Background: an optimization exercise with open tools, aiming at small area, a short achievable clock period and few clock cycles per item. Do not read the settings as production practice.
For this run, only the layout was checked, not whether the RTL still works.
Power figures rest on the tool's default switching activity, not on a simulated workload.

**flow/design.v**
```verilog
package rrss_pkg;
  localparam int NUM_SLOTS  = 16;
  localparam int SLOT_W     = 4;
  localparam logic [7:0] TIME_SLICE_RST = 8'd16;
  localparam logic [1:0] ACT_TICK  = 2'd0;
  localparam logic [1:0] ACT_SLEEP = 2'd1;
  localparam logic [1:0] ACT_EXIT  = 2'd2;
  localparam logic [1:0] ACT_FORK  = 2'd3;
endpackage
module rrss_ctrl (
  input  logic        start,
  input  logic [17:0] item_i,
  input  logic        ne_i,        
  output logic        step_o,      
  output logic        sw_o,        
  output logic        tick_o,
  output logic        sleep_o,
  output logic        fork_o,      
  output logic        t1_o         
);
  logic [1:0]  act;
  logic [15:0] ticks;
  assign act   = item_i[17:16];
  assign ticks = item_i[15:0];
  assign tick_o  = (act == rrss_pkg::ACT_TICK);
  assign sleep_o = (act == rrss_pkg::ACT_SLEEP);
  assign fork_o  = start & (act == rrss_pkg::ACT_FORK);
  assign step_o  = start & (act != rrss_pkg::ACT_FORK) & ((act != rrss_pkg::ACT_SLEEP) | (|ticks));
  assign sw_o    = step_o & ~(tick_o & ne_i);
  assign t1_o    = (ticks == 16'd1);
endmodule
module rrss_datapath (
  input  logic [15:0]     blk_i,
  input  logic [15:0]     rdy_i,
  input  logic [16*16-1:0] wake_i,
  input  logic [15:0]     step_i,
  input  logic [15:0]     ticks_i,
  input  logic            k2_i,
  input  logic [3:0]      last_i,
  input  logic [3:0]      cur_i,
  input  logic [7:0]      slice_i,
  input  logic [7:0]      ts_i,
  output logic [15:0]     cd_blk_o,      
  output logic [15:0]     cd_rdy_o,
  output logic [15:0]     last_oh_o,
  output logic [15:0]     cur_oh_o,
  output logic [15:0]     found_oh_o,    
  output logic [3:0]      found_idx_o,
  output logic            any_cand_o,
  output logic [15:0]     first_dead_o,
  output logic [3:0]      dead_idx_o,
  output logic            any_dead_o,
  output logic            ne_o,
  output logic [15:0]     step_inc_o,
  output logic [15:0]     wake_new_o,
  output logic [7:0]      slice_inc_o
);
  localparam int N = rrss_pkg::NUM_SLOTS;
  logic [N-1:0] due, cand, cand_hi, pre_hi, pre_all, first_hi, first_all, dead, pre_dead;
  logic         any_hi;
  logic [N-1:0] above;
  assign step_inc_o  = step_i + 16'd1;
  assign wake_new_o  = step_i + ticks_i - 16'd2;
  assign slice_inc_o = slice_i + 8'd1;
  assign ne_o        = (slice_i != ts_i);
  always_comb begin
    for (int i = 0; i < N; i++) begin
      last_oh_o[i] = (last_i == 4'(i));
      cur_oh_o[i]  = (cur_i == 4'(i));
      above[i]     = (cur_i < 4'(i));
      due[i]       = last_oh_o[i] ? k2_i : (wake_i[16*i +: 16] == step_i);
    end
  end
  assign cd_blk_o = blk_i & ~rdy_i;
  assign cd_rdy_o = rdy_i | (blk_i & due);
  assign cand    = rdy_i & ~16'b1;
  assign cand_hi = cand & above;
  assign dead    = ~blk_i & ~rdy_i;
  always_comb begin
    pre_hi[0]   = 1'b0;
    pre_all[0]  = 1'b0;
    pre_dead[0] = 1'b0;
    for (int i = 1; i < N; i++) begin
      pre_hi[i]   = pre_hi[i-1]   | cand_hi[i-1];
      pre_all[i]  = pre_all[i-1]  | cand[i-1];
      pre_dead[i] = pre_dead[i-1] | dead[i-1];
    end
  end
  assign first_hi     = cand_hi & ~pre_hi;
  assign first_all    = cand & ~pre_all;
  assign first_dead_o = dead & ~pre_dead;
  assign any_hi     = |cand_hi;
  assign any_cand_o = |cand;
  assign any_dead_o = |dead;
  assign found_oh_o    = any_hi ? first_hi : first_all;
  always_comb begin
    found_idx_o = '0;
    dead_idx_o  = '0;
    for (int i = 0; i < N; i++) begin
      if (found_oh_o[i]) found_idx_o = found_idx_o | 4'(i);
      if (first_dead_o[i]) dead_idx_o = dead_idx_o | 4'(i);
    end
  end
endmodule
module round_robin_sleep_scheduler_unit (
  input  logic                clk_i,
  input  logic                rst_ni,
  input  logic                start,
  input  logic [17:0]         item_i,
  output logic                busy,
  input  logic                cfg_we_i,
  input  logic [7:0]          cfg_wdata_i,
  output logic                done_o,
  output logic [8:0]          result_o
);
  localparam int N = rrss_pkg::NUM_SLOTS;
  logic [N-1:0]    blk_q, rdy_q;
  logic [16*N-1:0] wake_q;
  logic [15:0]     step_q;
  logic [15:0]     ticks_q;
  logic            k2_q;
  logic [3:0]      last_q;
  logic [3:0]      cur_q;
  logic [7:0]      slice_q;
  logic [7:0]      ts_q;
  logic            done_q;
  logic [3:0]      new_slot_q;
  logic            failed_q;
  logic            step, sw, tick, sleep, fork_acc, t1, ne;
  logic [N-1:0]    cd_blk, cd_rdy, last_oh, cur_oh, found_oh, first_dead;
  logic [3:0]      found_idx, dead_idx;
  logic            any_cand, any_dead;
  logic [15:0]     step_inc, wake_new;
  logic [7:0]      slice_inc;
  logic [N-1:0]    pick_oh;
  logic [3:0]      pick_idx;
  rrss_ctrl u_ctrl (
    .start   (start),
    .item_i  (item_i),
    .ne_i    (ne),
    .step_o  (step),
    .sw_o    (sw),
    .tick_o  (tick),
    .sleep_o (sleep),
    .fork_o  (fork_acc),
    .t1_o    (t1)
  );
  rrss_datapath u_dp (
    .blk_i         (blk_q),
    .rdy_i         (rdy_q),
    .wake_i        (wake_q),
    .step_i        (step_q),
    .ticks_i       (ticks_q),
    .k2_i          (k2_q),
    .last_i        (last_q),
    .cur_i         (cur_q),
    .slice_i       (slice_q),
    .ts_i          (ts_q),
    .cd_blk_o      (cd_blk),
    .cd_rdy_o      (cd_rdy),
    .last_oh_o     (last_oh),
    .cur_oh_o      (cur_oh),
    .found_oh_o    (found_oh),
    .found_idx_o   (found_idx),
    .any_cand_o    (any_cand),
    .first_dead_o  (first_dead),
    .dead_idx_o    (dead_idx),
    .any_dead_o    (any_dead),
    .ne_o          (ne),
    .step_inc_o    (step_inc),
    .wake_new_o    (wake_new),
    .slice_inc_o   (slice_inc)
  );
  assign pick_oh    = any_cand ? found_oh : (tick ? cur_oh : 16'b1);
  assign pick_idx   = any_cand ? found_idx : (tick ? cur_q : 4'd0);
  always_ff @(posedge clk_i or negedge rst_ni) begin
    if (!rst_ni) begin
      blk_q <= '0;
      rdy_q <= 16'b1;
    end else begin
      for (int i = 0; i < N; i++) begin
        if (step) begin
          if (sw & pick_oh[i]) begin
            blk_q[i] <= 1'b1;
            rdy_q[i] <= 1'b0;
          end else if (cur_oh[i]) begin
            blk_q[i] <= sleep | ~sw;
            rdy_q[i] <= (tick & sw) | (sleep & t1);
          end else begin
            blk_q[i] <= cd_blk[i];
            rdy_q[i] <= cd_rdy[i];
          end
        end else if (fork_acc & first_dead[i]) begin
          rdy_q[i] <= 1'b1;
        end
      end
      blk_q[0] <= 1'b0;
      if (step) begin
        if (sw & pick_oh[0]) begin
          rdy_q[0] <= 1'b1;
        end else if (cur_oh[0]) begin
          rdy_q[0] <= ~(sleep | tick) ? 1'b0 : 1'b1;
        end
      end
    end
  end
  always_ff @(posedge clk_i) begin
    ticks_q <= item_i[15:0];
    k2_q    <= (item_i[15:0] == 16'd2);
    for (int i = 0; i < N; i++) begin
      if (last_oh[i]) wake_q[16*i +: 16] <= wake_new;
    end
  end
  always_ff @(posedge clk_i or negedge rst_ni) begin
    if (!rst_ni) begin
      step_q   <= '0;
      last_q   <= '0;
      cur_q    <= '0;
      slice_q  <= '0;
      ts_q     <= rrss_pkg::TIME_SLICE_RST;
      done_q   <= 1'b0;
    end else begin
      if (cfg_we_i) ts_q <= cfg_wdata_i;
      if (step) step_q <= step_inc;
      last_q <= cur_q;
      if (sw) begin
        cur_q    <= pick_idx;
        slice_q  <= 8'd1;
      end else if (step) begin
        slice_q <= slice_inc;
      end
      done_q <= start;
    end
  end
  always_ff @(posedge clk_i) begin
    if (start) begin
      new_slot_q <= (fork_acc & any_dead) ? dead_idx : 4'd0;
      failed_q   <= fork_acc & ~any_dead;
    end
  end
  assign busy     = 1'b0;
  assign done_o   = done_q;
  assign result_o = {cur_q, new_slot_q, failed_q};
endmodule
```
**flow/run.sh**
```bash
#!/bin/bash
# synth_recipe.tcl (not shown) runs the flow's synth.tcl, then flattens the netlist and writes it again
# the make line also repeats each setting of config.mk as NAME=value (left out here)
make -C /OpenROAD-flow-scripts/flow DESIGN_CONFIG=/design/flow/config.mk WORK_HOME=/design/flow/orfs CLKGATE_MAP_FILE= SYNTH_SCRIPT=/design/flow/synth_recipe.tcl finish
```
**flow/config.mk**
```make
export PLATFORM = sky130hd
export DESIGN_NAME = round_robin_sleep_scheduler_unit
export DESIGN_NICKNAME = round_robin_sleep_scheduler_unit
export VERILOG_FILES = /design/flow/design.v
export SDC_FILE = /design/flow/constraint.sdc
export NUM_CORES = 4
export LEC_CHECK = 0
export CAP_MARGIN = 20
export CORE_MARGIN = 2
export CORE_UTILIZATION = 50
export CTS_CLUSTER_DIAMETER = 80
export CTS_CLUSTER_SIZE = 25
export SETUP_SLACK_MARGIN = 5
export SLEW_MARGIN = 20
```
**flow/constraint.sdc**
```tcl
create_clock -name core_clock -period 8.0 [get_ports {clk_i}]
set_input_delay 1.6000 -clock core_clock [delete_from_list [all_inputs] [get_ports {clk_i}]]
set_output_delay 1.6000 -clock core_clock [all_outputs]
set_load 0.01 [all_outputs]
```
==> flow_summary_export.csv <==
group,metric,value,unit
timing,setup_viol_count_final,0,
cts,htree_num_levels,1,
floorplanning,die_w,184,um
critical_path,timing_worst_setup_path_type,"reg -> reg",
global_routing,first_pass_grt_wire_length,68900,um
run_status,run_status,"complete, no violations",
cells_and_area,final_net_count,1537,
cts,clk-insertion-delay-late,0.55,ns
cts,cts_root_buf,"clkbuf_16",
cts,cts_buffers,20,
placed_design,gp_congestion,0.970,
critical_path,critPathMaxStageDelay,0.40,ns
synthesis,number_of_warnings_reported_in_the_yosys_synthesis_log,2,
routing,drt-total-wl,46800,um
synthesis,synth.cell_area,16300,um^2
pwr,share_comb_of_total_power,38.4,%
critical_path,cpMaxStageDelayCell,"dfrtp_1",
cts,clk_pin_slew,0.09,ns
critical_path,timing.critical_path.fanout_max,15,
synthesis,edff_count_synth,245,
synthesis,synthCells,1375,
cells_and_area,drive_above_1_share,16.9,%
pwr,cell_area_power_density,319,nW/um^2
synthesis,most_common_flop_cell_mapped_by_yosys,"edfxtp_1",
cells_and_area,layout-area-overhead-vs-synth,18.6,%
timing,fin_tns_setup,0,ns
pwr,cellInternalPower,3.76,mW
routing,dr.first_iter.drc_count,1195,
pwr,netSwitchingFraction,38.9,%
synthesis,synth_seq_area_share,58.4,%
routing,post_drt_via_cell_ratio,5.90,
global_routing,grt.total_usage,27.7,%
routing,num_vias,11408,
placed_design,placement.io_buffers,39,
worst_hold_path,min-delay-path-class,"reg -> reg",
timing,timing.max_slew.rel_slack,30.1,%
flow_run,cap_viol_max_count,0,
routing,drt-met1-wl,20100,um
routing,wl_met2,21400,um
routing,post-route-drc-count,0,
global_routing,grt_pass1_vias,10927,
timing,clock_tree_skew_after_final_layout,0.0249,ns
routing,top_layer_used,"met4",
floorplanning,core-area,32300,um^2
routing,antenna_left,0,
cts,clockBufferDepth,3,
timing,slew_viol_final,0,
timing,period_share,39.7,%
pwr,share_clk_of_total_power,18.5,%
timing,finalWorstPathRequiredPeriod,3.18,ns
timing,grt_setup_unrepaired,"true",
pwr,seq_power_share,43.2,%
global_routing,grt_max_degree,73,
placed_design,dpl.cell_count,1838,
pwr,vdd.ir_drop.worst,0.000203,V
synthesis,post_syn_area_per_cell,11.8,um^2
synthesis,ys_async_sr_fraction,21.6,%
synthesis,ys_seq_elements,334,
placed_design,place_hpwl,27200,um
critical_path,cp_data_required_time,8.30,ns
critical_path,worst-endpoint-arrival,3.47,ns
pwr,finalPower,6.15,mW
floorplanning,initial_core_util,50.4,%
routing,drt_pre_antenna_iters,5,
pwr,switchingPower,2.39,mW
timing,worstMarginPinSlew,1.04,ns
global_routing,grt_antenna_before_repair,2,
global_routing,globalRoute.totalOverflow,0,
cells_and_area,layoutNonFillerInstCount,1932,
floorplanning,std_cell_rows,66,
critical_path,cp_cell_sequence,"buf_12 > clkinv_8 > ha_4 > inv_2 > ha_4 > inv_2 > fa_2 > nor2b_2 > o31a_1 > o211ai_1 > a21oi_2 > nor3_2 > o41ai_2 > a21oi_2 > xnor2_4 > buf_12",
cells_and_area,n_fill_cell,2622,
cts,post_cts_hold_buffer_count,0,
routing,wl_met3,3970,um
routing,routed_wire_length_per_instance,24.2,um
floorplanning,top_level_ports,41,
synthesis,synth.lib_cells_used.distinct,77,
cts,count_of_clock_tree_sinks,334,
synthesis,syn_nets,1437,
timing,timing.fmax,0.315,GHz
floorplanning,die_h,184,um
critical_path,critical_path.endpoint_type,"register",
floorplanning,dieArea,34000,um^2
timing,hold_viol_final,0,
cts,tritoncts_clock_tree,"built",
pwr,static_leakage,7.23,nW
critical_path,setup.worst_path.start_class,"register",
## power groups by stage
stage / clock (mW) / sequential (mW) / combinational (mW)
floorplan: 0 / 2.58 / 1.31
global placement: 0 / 2.68 / 2.03
detailed placement: 0 / 2.68 / 2.05
CTS: 1.16 / 2.64 / 2.27
global route: 1.21 / 2.68 / 2.52
finish: 1.14 / 2.65 / 2.36
## what timing repair did
action | 4_1_cts | 5_1_grt
endpoints found under the setup margin | 174 | 133
setup buffers | 31 | 13
cloned | 11 | 2
resized for setup | 136 | 52
pin swaps | 31 | 20
## cell families (layout without fill, tap and decap cells)
| kind of cell | after synthesis | after routing | synth area share (%) |
|---|---|---|---|
| multiplexers | 8 | 8 | 0.554 |
| adder cells (fa/ha/maj) | 32 | 32 | 2.51 |
| AO/OA/AOI/OAI | 204 | 204 | 7.93 |
| buffers and inverters | 133 | 239 | 3.32 |
| flip-flops | 334 | 334 | 58.4 |
| other | 1 | 2 | 0.0230 |
| XOR/XNOR | 277 | 277 | 14.9 |
| AND/OR/NAND/NOR | 386 | 394 | 12.4 |
## sequential cells by signal, summed over array words and instances (netlist names)
register and cells:
step_q 16, wake_q 240, new_slot_q 4, k2_q 1, cur_q 4, blk_q 15
slice_q 8, rdy_q 16, ts_q 8, done_q 1, failed_q 1, ticks_q 16
last_q 4
## synthesized netlist by cell type (all sizes together), types with 31 or more instances
master,number,area (um^2)
dfrtp,70,1750
clkbuf,41,154
nor4,62,403
inv,70,263
xor2,211,1850
nand4,33,213
edfxtp,245,7360
ha,31,388
o21ai,77,385
nand2,73,277
nor2,86,325
xnor2,66,578
nor3,39,206
a21oi,38,194
## routing by layer
metal	GRT usage [%]	vias to the layer above
li1	-	5167
met1	39.9	5620
met2	43.4	518
met3	4.60	103
met4	7.78	0
met5	0	-
## path summary, 6_finish.rpt
path | from | endpoint | slack (ns) | cells after the start
min | ts_q[7] | ts_q[7] | 0.54 | 1
max | step_q[1] | wake_q[31] | 4.82 | 16
min in group asynchronous | rst_ni | rdy_q[1] | 1.08 | 1
min reg2reg | ts_q[7] | ts_q[7] | 0.54 | 1
max reg2reg | step_q[1] | wake_q[31] | 4.82 | 16
max in group asynchronous | rst_ni | cur_q[1] | 6.38 | 1
## critical path: cells and delay by family, from the launching register on
kind	cells	cell delay [ns]
AO/OA/AOI/OAI	5	1.04
AND/OR/NAND/NOR	2	0.21
XOR/XNOR	1	0.16
flip-flops	1	0.40
adder cells (fa/ha/maj)	3	0.67
buffers and inverters	5	0.45
## per-stage QoR
step                      util [%]  area, um^2  hold slack (ns)  worst slack, ns
after floorplan                  -       16600            0.430             4.77
after global placement        54.4       17500            0.517             3.40
after detailed placement      54.4       17600            0.521             3.34
after CTS                     58.9       19000            0.543             4.83
after global routing          59.7       19300            0.569             4.72
final                         59.7       19300            0.535             4.82
## placed cells by master, fill, tap and decap left out, types with 32 or more instances in the layout
| cell | synthesis | layout |
|---|---|---|
| xor2_1 | 211 | 211 |
| nand4_1 | 32 | 32 |
| nand2_1 | 72 | 71 |
| dfrtp_1 | 70 | 69 |
| nor4_1 | 61 | 56 |
| inv_1 | 70 | 64 |
| nor2_1 | 85 | 78 |
| a21oi_1 | 37 | 33 |
| buf_4 | 3 | 67 |
| o21ai_0 | 67 | 52 |
| xnor2_1 | 66 | 55 |
| edfxtp_1 | 245 | 245 |
## final cells by class
| cell class | instances | area [um^2] | area share, % |
|---|---|---|---|
| clock buffers | 26 | 544 | 2.82 |
| repair buffers | 133 | 1340 | 6.95 |
| flip-flops and latches | 334 | 9510 | 49.3 |
| clock inverters | 10 | 116 | 0.603 |
| well taps | 442 | 553 | 2.87 |
| multi-input cells | 916 | 6950 | 36.0 |
| diodes | 1 | 2.50 | 0.0130 |
| inverters | 70 | 275 | 1.43 |

port drivers added, routing unchanged:
The flow's constraints put no driver on any port. The routed layout listed below was extracted and timed again, unchanged, in two steps. Step 1 (the two cells are an assumption about what drives the block):
set clk [get_ports {clk_i}]
set_driving_cell -lib_cell sky130_fd_sc_hd__clkbuf_16 $clk
set_driving_cell -lib_cell sky130_fd_sc_hd__buf_2 [delete_from_list [all_inputs] $clk]
Step 2, shift: input delay + t, output delay - t, t = (earliest + latest rising clock arrival at the registers) / 2. This alone moves slack from input paths to output paths. Slacks: ideal / step 1 / step 2; pairs: ideal / step 1.
shift t [ns]: 0.589
setup slack, ns: 4.824 / 4.824 / 4.465
worst slew at a driven data input, ns: 0.05
After both steps setup and hold are still met in this run. For this run, drivers alone change the setup slack by 0.000 ns; drivers and shift together by -0.359 ns.
